This is an optimization exercise on Yosys and OpenROAD, whose aim is small area and a short achievable clock period, not a production implementation.
The RTL was checked by simulation tests, not by an equivalence proof against the original design.

==> inputs of run a <==
==> flow/design.v <==
`default_nettype none
package md_sched_pkg;
  typedef enum logic [2:0] {
    MD_NONE  = 3'd0,
    MD_MULT  = 3'd1,
    MD_MULTU = 3'd2,
    MD_DIV   = 3'd3,
    MD_DIVU  = 3'd4,
    MD_MTHI  = 3'd5,
    MD_MTLO  = 3'd6
  } md_op_e;
  localparam int DEF_MULT_CYCLES = 5;
  localparam int DEF_DIV_CYCLES  = 10;
endpackage
`default_nettype wire
`default_nettype none
module md_arith (
  input  logic [34:0] x,
  input  logic [32:0] m,
  input  logic        one,
  input  logic        two,
  input  logic        neg,
  output logic [34:0] s
);
  logic [34:0] w_m1;
  logic [34:0] w_m2;
  logic [34:0] w_y;
  logic [35:0] w_c;
  always_comb begin
    w_m1 = {{2{m[32]}}, m};
    w_m2 = {m[32], m, 1'b0};
    w_y  = ((w_m1 & {35{one}}) | (w_m2 & {35{two}})) ^ {35{neg}};
    w_c[0] = neg;
    for (int i = 0; i < 35; i++) begin
      s[i]     = x[i] ^ w_y[i] ^ w_c[i];
      w_c[i+1] = (x[i] & w_y[i]) | (x[i] & w_c[i]) | (w_y[i] & w_c[i]);
    end
  end
endmodule
`default_nettype wire
`default_nettype none
module md_sched #(
  parameter int MULT_CYCLES = md_sched_pkg::DEF_MULT_CYCLES,
  parameter int DIV_CYCLES  = md_sched_pkg::DEF_DIV_CYCLES,
  parameter int CNT_W       = 4
) (
  input  logic        clk,
  input  logic        reset,
  input  logic        E_valid,
  input  logic [2:0]  E_md_op,
  input  logic [31:0] E_rs,
  input  logic [31:0] E_rt,
  input  logic        D_is_md,
  output logic        start,
  output logic        busy,
  output logic        md_stall,
  output logic [31:0] hi,
  output logic [31:0] lo
);
  localparam logic [CNT_W-1:0] C_MULT_CNT = CNT_W'(MULT_CYCLES);
  localparam logic [CNT_W-1:0] C_DIV_CNT  = CNT_W'(DIV_CYCLES);
  localparam logic [CNT_W-1:0] C_CNT_ONE  = CNT_W'(1);
  logic [CNT_W-1:0] r_cnt;
  logic             r_div;     
  logic             r_sgn;     
  logic             r_an;      
  logic             r_pb;      
  logic [33:0]      r_r;       
  logic [35:0]      r_a;       
  logic [31:0]      r_b;       
  logic [31:0]      r_hi;
  logic [31:0]      r_lo;
  logic             w_is_launch_op;
  logic             w_is_div_op;
  logic             w_is_sgn_op;
  logic             w_mthi;
  logic             w_mtlo;
  logic             w_last;
  logic [32:0]      w_m;
  logic             w_sd;
  logic [34:0]      w_x   [4];
  logic [34:0]      w_s   [4];
  logic             w_one [4];
  logic             w_two [4];
  logic             w_neg [4];
  logic             w_rz;
  logic             w_sz;
  logic             w_use_s;
  logic             w_bz;
  logic [31:0]      w_rem;
  logic [30:0]      w_qinc;
  logic [31:0]      w_quo;
  genvar g;
  generate
    for (g = 0; g < 4; g++) begin : g_stage
      md_arith u_arith (
        .x   (w_x[g]),
        .m   (w_m),
        .one (w_one[g]),
        .two (w_two[g]),
        .neg (w_neg[g]),
        .s   (w_s[g])
      );
    end
  endgenerate
  always_comb begin
    w_is_div_op    = (E_md_op == md_sched_pkg::MD_DIV) || (E_md_op == md_sched_pkg::MD_DIVU);
    w_is_sgn_op    = (E_md_op == md_sched_pkg::MD_MULT) || (E_md_op == md_sched_pkg::MD_DIV);
    w_is_launch_op = (E_md_op == md_sched_pkg::MD_MULT) || (E_md_op == md_sched_pkg::MD_MULTU) || w_is_div_op;
    busy           = (r_cnt != '0);
    start          = E_valid && w_is_launch_op && !busy;
    w_mthi         = E_valid && (E_md_op == md_sched_pkg::MD_MTHI) && !busy;
    w_mtlo         = E_valid && (E_md_op == md_sched_pkg::MD_MTLO) && !busy;
    w_last         = (r_cnt == C_CNT_ONE);
    md_stall       = D_is_md && (start || busy);
  end
  always_comb begin
    w_sd = r_sgn & r_b[31];
    w_m  = {w_sd, r_b};
    if (r_div && !w_last) begin
      w_x[0] = {r_r, r_a[35]};
    end else begin
      w_x[0] = {r_r[33], r_r};
    end
    if (r_div) begin
      w_one[0] = 1'b1;
      w_two[0] = 1'b0;
      w_neg[0] = (r_r[33] == w_sd);
    end else if (w_last) begin
      w_one[0] = ~r_sgn & r_an;
      w_two[0] = 1'b0;
      w_neg[0] = 1'b0;
    end else begin
      w_one[0] = r_a[0] ^ r_pb;
      w_two[0] = (r_a[1] & ~r_a[0] & ~r_pb) | (~r_a[1] & r_a[0] & r_pb);
      w_neg[0] = r_a[1];
    end
    for (int k = 1; k < 4; k++) begin
      if (r_div) begin
        w_x[k]   = {w_s[k-1][33:0], r_a[35-k]};
        w_one[k] = 1'b1;
        w_two[k] = 1'b0;
        w_neg[k] = (w_s[k-1][34] == w_sd);
      end else begin
        w_x[k]   = {{2{w_s[k-1][34]}}, w_s[k-1][34:2]};
        w_one[k] = r_a[2*k] ^ r_a[2*k-1];
        w_two[k] = (r_a[2*k+1] & ~r_a[2*k] & ~r_a[2*k-1]) | (~r_a[2*k+1] & r_a[2*k] & r_a[2*k-1]);
        w_neg[k] = r_a[2*k+1];
      end
    end
    w_rz    = (r_r == '0);
    w_sz    = (w_s[0] == '0);
    w_use_s = (~w_rz & (r_r[33] != (r_sgn & r_an))) | w_sz;
    w_rem   = w_use_s ? w_s[0][31:0] : r_r[31:0];
    w_qinc  = r_a[30:0] + {30'd0, w_use_s & w_neg[0]};
    w_quo   = {w_qinc, ~w_use_s};
    w_bz    = (r_b == '0);
  end
  always_ff @(posedge clk) begin
    if (reset) begin
      r_cnt <= '0;
      r_hi  <= 32'd0;
      r_lo  <= 32'd0;
    end else begin
      if (start) begin
        r_cnt <= w_is_div_op ? C_DIV_CNT : C_MULT_CNT;
      end else if (busy) begin
        r_cnt <= r_cnt - C_CNT_ONE;
      end
      if (w_last) begin
        if (r_div) begin
          if (!w_bz) begin
            r_hi <= w_rem;
            r_lo <= w_quo;
          end
        end else begin
          r_hi <= w_s[0][31:0];
          r_lo <= r_a[31:0];
        end
      end else begin
        if (w_mthi) begin
          r_hi <= E_rs;
        end
        if (w_mtlo) begin
          r_lo <= E_rs;
        end
      end
    end
  end
  always_ff @(posedge clk) begin
    if (start) begin
      r_div <= w_is_div_op;
      r_sgn <= w_is_sgn_op;
      r_an  <= E_rs[31];
      r_pb  <= 1'b0;
      r_b   <= E_rt;
      r_a   <= {{4{w_is_sgn_op & E_rs[31]}}, E_rs};
      r_r   <= {34{w_is_div_op & w_is_sgn_op & E_rs[31]}};
    end else begin
      r_pb <= r_a[7];
      if (r_div) begin
        r_a <= {r_a[31:0], w_neg[0], w_neg[1], w_neg[2], w_neg[3]};
        r_r <= w_s[3][33:0];
      end else begin
        r_a <= {r_a[31:28], w_s[3][1:0], w_s[2][1:0], w_s[1][1:0], w_s[0][1:0], r_a[31:8]};
        r_r <= {w_s[3][34], w_s[3][34:2]};
      end
    end
  end
  assign hi = r_hi;
  assign lo = r_lo;
endmodule
`default_nettype wire
==> flow/run.sh <==
#!/bin/bash
# synth_recipe.tcl (not shown) runs the flow's synth.tcl, then flattens the netlist and writes it again
# the make line also repeats each setting of config.mk as NAME=value (left out here)
make -C /OpenROAD-flow-scripts/flow DESIGN_CONFIG=/design/flow/config.mk WORK_HOME=/design/flow/orfs CLKGATE_MAP_FILE= SYNTH_SCRIPT=/design/flow/synth_recipe.tcl finish
==> flow/config.mk <==
export PLATFORM = sky130hd
export DESIGN_NAME = md_sched
export DESIGN_NICKNAME = md_sched
export VERILOG_FILES = /design/flow/design.v
export SDC_FILE = /design/flow/constraint.sdc
export NUM_CORES = 4
export LEC_CHECK = 0
export CAP_MARGIN = 20
export CORE_MARGIN = 2
export CORE_UTILIZATION = 40
export SETUP_SLACK_MARGIN = 5
export SLEW_MARGIN = 20
==> flow/constraint.sdc <==
create_clock -name core_clock -period 120.0 [get_ports {clk}]
set_input_delay 24.0000 -clock core_clock [delete_from_list [all_inputs] [get_ports {clk}]]
set_output_delay 24.0000 -clock core_clock [all_outputs]
set_load 0.01 [all_outputs]
==> run b: changes against run a <==
==> flow/design.v, changed modules only <==
module md_arith #(
  parameter int SPLIT = 20,   
  parameter bit CSUM  = 0     
) (
  input  logic [34:0] x,
  input  logic [32:0] m,
  input  logic        one,
  input  logic        two,
  input  logic        neg,
  output logic [34:0] s,
  output logic        sg
);
  logic [34:0] w_m1;
  logic [34:0] w_m2;
  logic [34:0] w_y;
  logic [35:0] w_c;
  logic [35:0] w_k0;
  logic [35:0] w_k1;
  always_comb begin
    w_m1 = {{2{m[32]}}, m};
    w_m2 = {m[32], m, 1'b0};
    w_y  = ((w_m1 & {35{one}}) | (w_m2 & {35{two}})) ^ {35{neg}};
    w_c[0] = neg;
    for (int i = 0; i < 35; i++) begin
      s[i]     = x[i] ^ w_y[i] ^ w_c[i];
      w_c[i+1] = (x[i] & w_y[i]) | (x[i] & w_c[i]) | (w_y[i] & w_c[i]);
    end
    w_k0 = '0;
    w_k1 = '0;
    w_k0[SPLIT] = 1'b0;
    w_k1[SPLIT] = 1'b1;
    for (int i = SPLIT; i < 35; i++) begin
      w_k0[i+1] = (x[i] & w_y[i]) | (x[i] & w_k0[i]) | (w_y[i] & w_k0[i]);
      w_k1[i+1] = (x[i] & w_y[i]) | (x[i] & w_k1[i]) | (w_y[i] & w_k1[i]);
    end
    sg = x[32] ^ w_y[32] ^ (w_c[SPLIT] ? w_k1[32] : w_k0[32]);
    if (CSUM) begin
      for (int i = SPLIT; i < 35; i++) begin
        s[i] = x[i] ^ w_y[i] ^ (w_c[SPLIT] ? w_k1[i] : w_k0[i]);
      end
    end
  end
endmodule
module md_sched #(
  parameter int MULT_CYCLES = md_sched_pkg::DEF_MULT_CYCLES,
  parameter int DIV_CYCLES  = md_sched_pkg::DEF_DIV_CYCLES,
  parameter int CNT_W       = 4
) (
  input  logic        clk,
  input  logic        reset,
  input  logic        E_valid,
  input  logic [2:0]  E_md_op,
  input  logic [31:0] E_rs,
  input  logic [31:0] E_rt,
  input  logic        D_is_md,
  output logic        start,
  output logic        busy,
  output logic        md_stall,
  output logic [31:0] hi,
  output logic [31:0] lo
);
  localparam logic [CNT_W-1:0] C_MULT_CNT = CNT_W'(MULT_CYCLES);
  localparam logic [CNT_W-1:0] C_DIV_CNT  = CNT_W'(DIV_CYCLES);
  localparam logic [CNT_W-1:0] C_CNT_ONE  = CNT_W'(1);
  logic [CNT_W-1:0] r_cnt;
  logic             r_div;     
  logic             r_sgn;     
  logic             r_an;      
  logic             r_pb;      
  logic             r_last;    
  logic [32:0]      r_r;       
  logic [35:0]      r_a;       
  logic [31:0]      r_b;       
  logic [31:0]      r_hi;
  logic [31:0]      r_lo;
  logic             w_is_launch_op;
  logic             w_is_div_op;
  logic             w_is_sgn_op;
  logic             w_mthi;
  logic             w_mtlo;
  logic             w_last;
  logic [32:0]      w_m;
  logic             w_sd;
  logic [34:0]      w_x   [4];
  logic [34:0]      w_s   [4];
  logic             w_one [4];
  logic             w_two [4];
  logic             w_neg [4];
  logic             w_sg  [4];
  logic             w_rz;
  logic             w_sz;
  logic             w_use_s;
  logic             w_bz;
  logic [31:0]      w_rem;
  logic [30:0]      w_qinc;
  logic [31:0]      w_quo;
  genvar g;
  generate
    for (g = 0; g < 4; g++) begin : g_stage
      md_arith #(
        .SPLIT (16),
        .CSUM  (1'b0)
      ) u_arith (
        .x   (w_x[g]),
        .m   (w_m),
        .one (w_one[g]),
        .two (w_two[g]),
        .neg (w_neg[g]),
        .s   (w_s[g]),
        .sg  (w_sg[g])
      );
    end
  endgenerate
  always_comb begin
    w_is_div_op    = (E_md_op == md_sched_pkg::MD_DIV) || (E_md_op == md_sched_pkg::MD_DIVU);
    w_is_sgn_op    = (E_md_op == md_sched_pkg::MD_MULT) || (E_md_op == md_sched_pkg::MD_DIV);
    w_is_launch_op = (E_md_op == md_sched_pkg::MD_MULT) || (E_md_op == md_sched_pkg::MD_MULTU) || w_is_div_op;
    busy           = (r_cnt != '0);
    start          = E_valid && w_is_launch_op && !busy;
    w_mthi         = E_valid && (E_md_op == md_sched_pkg::MD_MTHI) && !busy;
    w_mtlo         = E_valid && (E_md_op == md_sched_pkg::MD_MTLO) && !busy;
    w_last         = r_last;
    md_stall       = D_is_md && (start || busy);
  end
  always_comb begin
    w_sd = r_sgn & r_b[31];
    w_m  = {w_sd, r_b};
    if (r_div && !w_last) begin
      w_x[0] = {r_r[32], r_r, r_a[35]};
    end else begin
      w_x[0] = {{2{r_r[32]}}, r_r};
    end
    if (r_div) begin
      w_one[0] = 1'b1;
      w_two[0] = 1'b0;
      w_neg[0] = (r_r[32] == w_sd);
    end else if (w_last) begin
      w_one[0] = ~r_sgn & r_an;
      w_two[0] = 1'b0;
      w_neg[0] = 1'b0;
    end else begin
      w_one[0] = r_a[0] ^ r_pb;
      w_two[0] = (r_a[1] & ~r_a[0] & ~r_pb) | (~r_a[1] & r_a[0] & r_pb);
      w_neg[0] = r_a[1];
    end
    for (int k = 1; k < 4; k++) begin
      if (r_div) begin
        w_x[k]   = {w_s[k-1][33:0], r_a[35-k]};
        w_one[k] = 1'b1;
        w_two[k] = 1'b0;
        w_neg[k] = (w_sg[k-1] == w_sd);
      end else begin
        w_x[k]   = {{2{w_s[k-1][34]}}, w_s[k-1][34:2]};
        w_one[k] = r_a[2*k] ^ r_a[2*k-1];
        w_two[k] = (r_a[2*k+1] & ~r_a[2*k] & ~r_a[2*k-1]) | (~r_a[2*k+1] & r_a[2*k] & r_a[2*k-1]);
        w_neg[k] = r_a[2*k+1];
      end
    end
    w_rz    = (r_r == '0);
    w_sz    = (w_s[0] == '0);
    w_use_s = (~w_rz & (r_r[32] != (r_sgn & r_an))) | w_sz;
    w_rem   = w_use_s ? w_s[0][31:0] : r_r[31:0];
    w_qinc  = r_a[30:0] + {30'd0, w_use_s & w_neg[0]};
    w_quo   = {w_qinc, ~w_use_s};
    w_bz    = (r_b == '0);
  end
  always_ff @(posedge clk) begin
    if (reset) begin
      r_cnt  <= '0;
      r_last <= 1'b0;
      r_hi   <= 32'd0;
      r_lo  <= 32'd0;
    end else begin
      if (start) begin
        r_cnt <= w_is_div_op ? C_DIV_CNT : C_MULT_CNT;
      end else if (busy) begin
        r_cnt <= r_cnt - C_CNT_ONE;
      end
      r_last <= busy && (r_cnt == 2);
      if (w_last) begin
        if (r_div) begin
          if (!w_bz) begin
            r_hi <= w_rem;
            r_lo <= w_quo;
          end
        end else begin
          r_hi <= w_s[0][31:0];
          r_lo <= r_a[31:0];
        end
      end else begin
        if (w_mthi) begin
          r_hi <= E_rs;
        end
        if (w_mtlo) begin
          r_lo <= E_rs;
        end
      end
    end
  end
  always_ff @(posedge clk) begin
    if (!busy) begin
      r_div <= w_is_div_op;
      r_sgn <= w_is_sgn_op;
      r_an  <= E_rs[31];
      r_pb  <= 1'b0;
      r_b   <= E_rt;
      r_a   <= {{4{w_is_sgn_op & E_rs[31]}}, E_rs};
      r_r   <= {33{w_is_div_op & w_is_sgn_op & E_rs[31]}};
    end else begin
      r_pb <= r_a[7];
      if (r_div) begin
        r_a <= {r_a[31:0], w_neg[0], w_neg[1], w_neg[2], w_neg[3]};
        r_r <= w_s[3][32:0];
      end else begin
        r_a <= {r_a[31:28], w_s[3][1:0], w_s[2][1:0], w_s[1][1:0], w_s[0][1:0], r_a[31:8]};
        r_r <= w_s[3][34:2];
      end
    end
  end
  assign hi = r_hi;
  assign lo = r_lo;
endmodule
==> notes <==
- Global-route usage: run a is lower than run b (0.93 points).
- Between run a and run b, the lower core utilization is in run b (gap 0.10 points).
- Of run b and run a, run b has the higher synthesized area (gap 7.6%, measured against run a).
- Between run a and run b, the lower maximum frequency is in run a (gap about 27%, measured against run b).
- Synthesized cell count: run a is lower than run b (8.4%).
- Of run b and run a, run b has the higher cell count (gap 10%, measured against run a).
- Between run a and run b, the lower die area is in run a (gap about 7%, measured against run b).

afterwards: timing with drivers on the ports:
Ports are ideal in the flow. The routed layouts listed here were re-timed in OpenROAD.
Step 1 (the two cells are an assumption about what drives the block):
set clk [get_ports {clk}]
set_driving_cell -lib_cell sky130_fd_sc_hd__clkbuf_16 $clk
set_driving_cell -lib_cell sky130_fd_sc_hd__buf_2 [delete_from_list [all_inputs] $clk]
Step 2, shift: input delay + t, output delay - t, t = (earliest + latest rising clock arrival at the registers) / 2. This alone moves slack from input paths to output paths.
Three values: no drivers, after step 1, after step 2; two values: the first two.
run	t, ns	setup WS [ns]	worst setup path after step 2	latest minus earliest clock arrival (ns)	slew at the worst register clock pin (ns)
run a	0.542	51.613 / 51.613 / 51.613	register to register	0.022 / 0.021	0.09 / 0.09
run b	0.552	70.193 / 70.160 / 70.160	input to output	0.016 / 0.017	0.09 / 0.09
After both steps every run listed still meets setup and hold. For run b, which loses most, drivers alone change the setup slack by -0.033 ns; drivers and shift together by -0.033 ns.
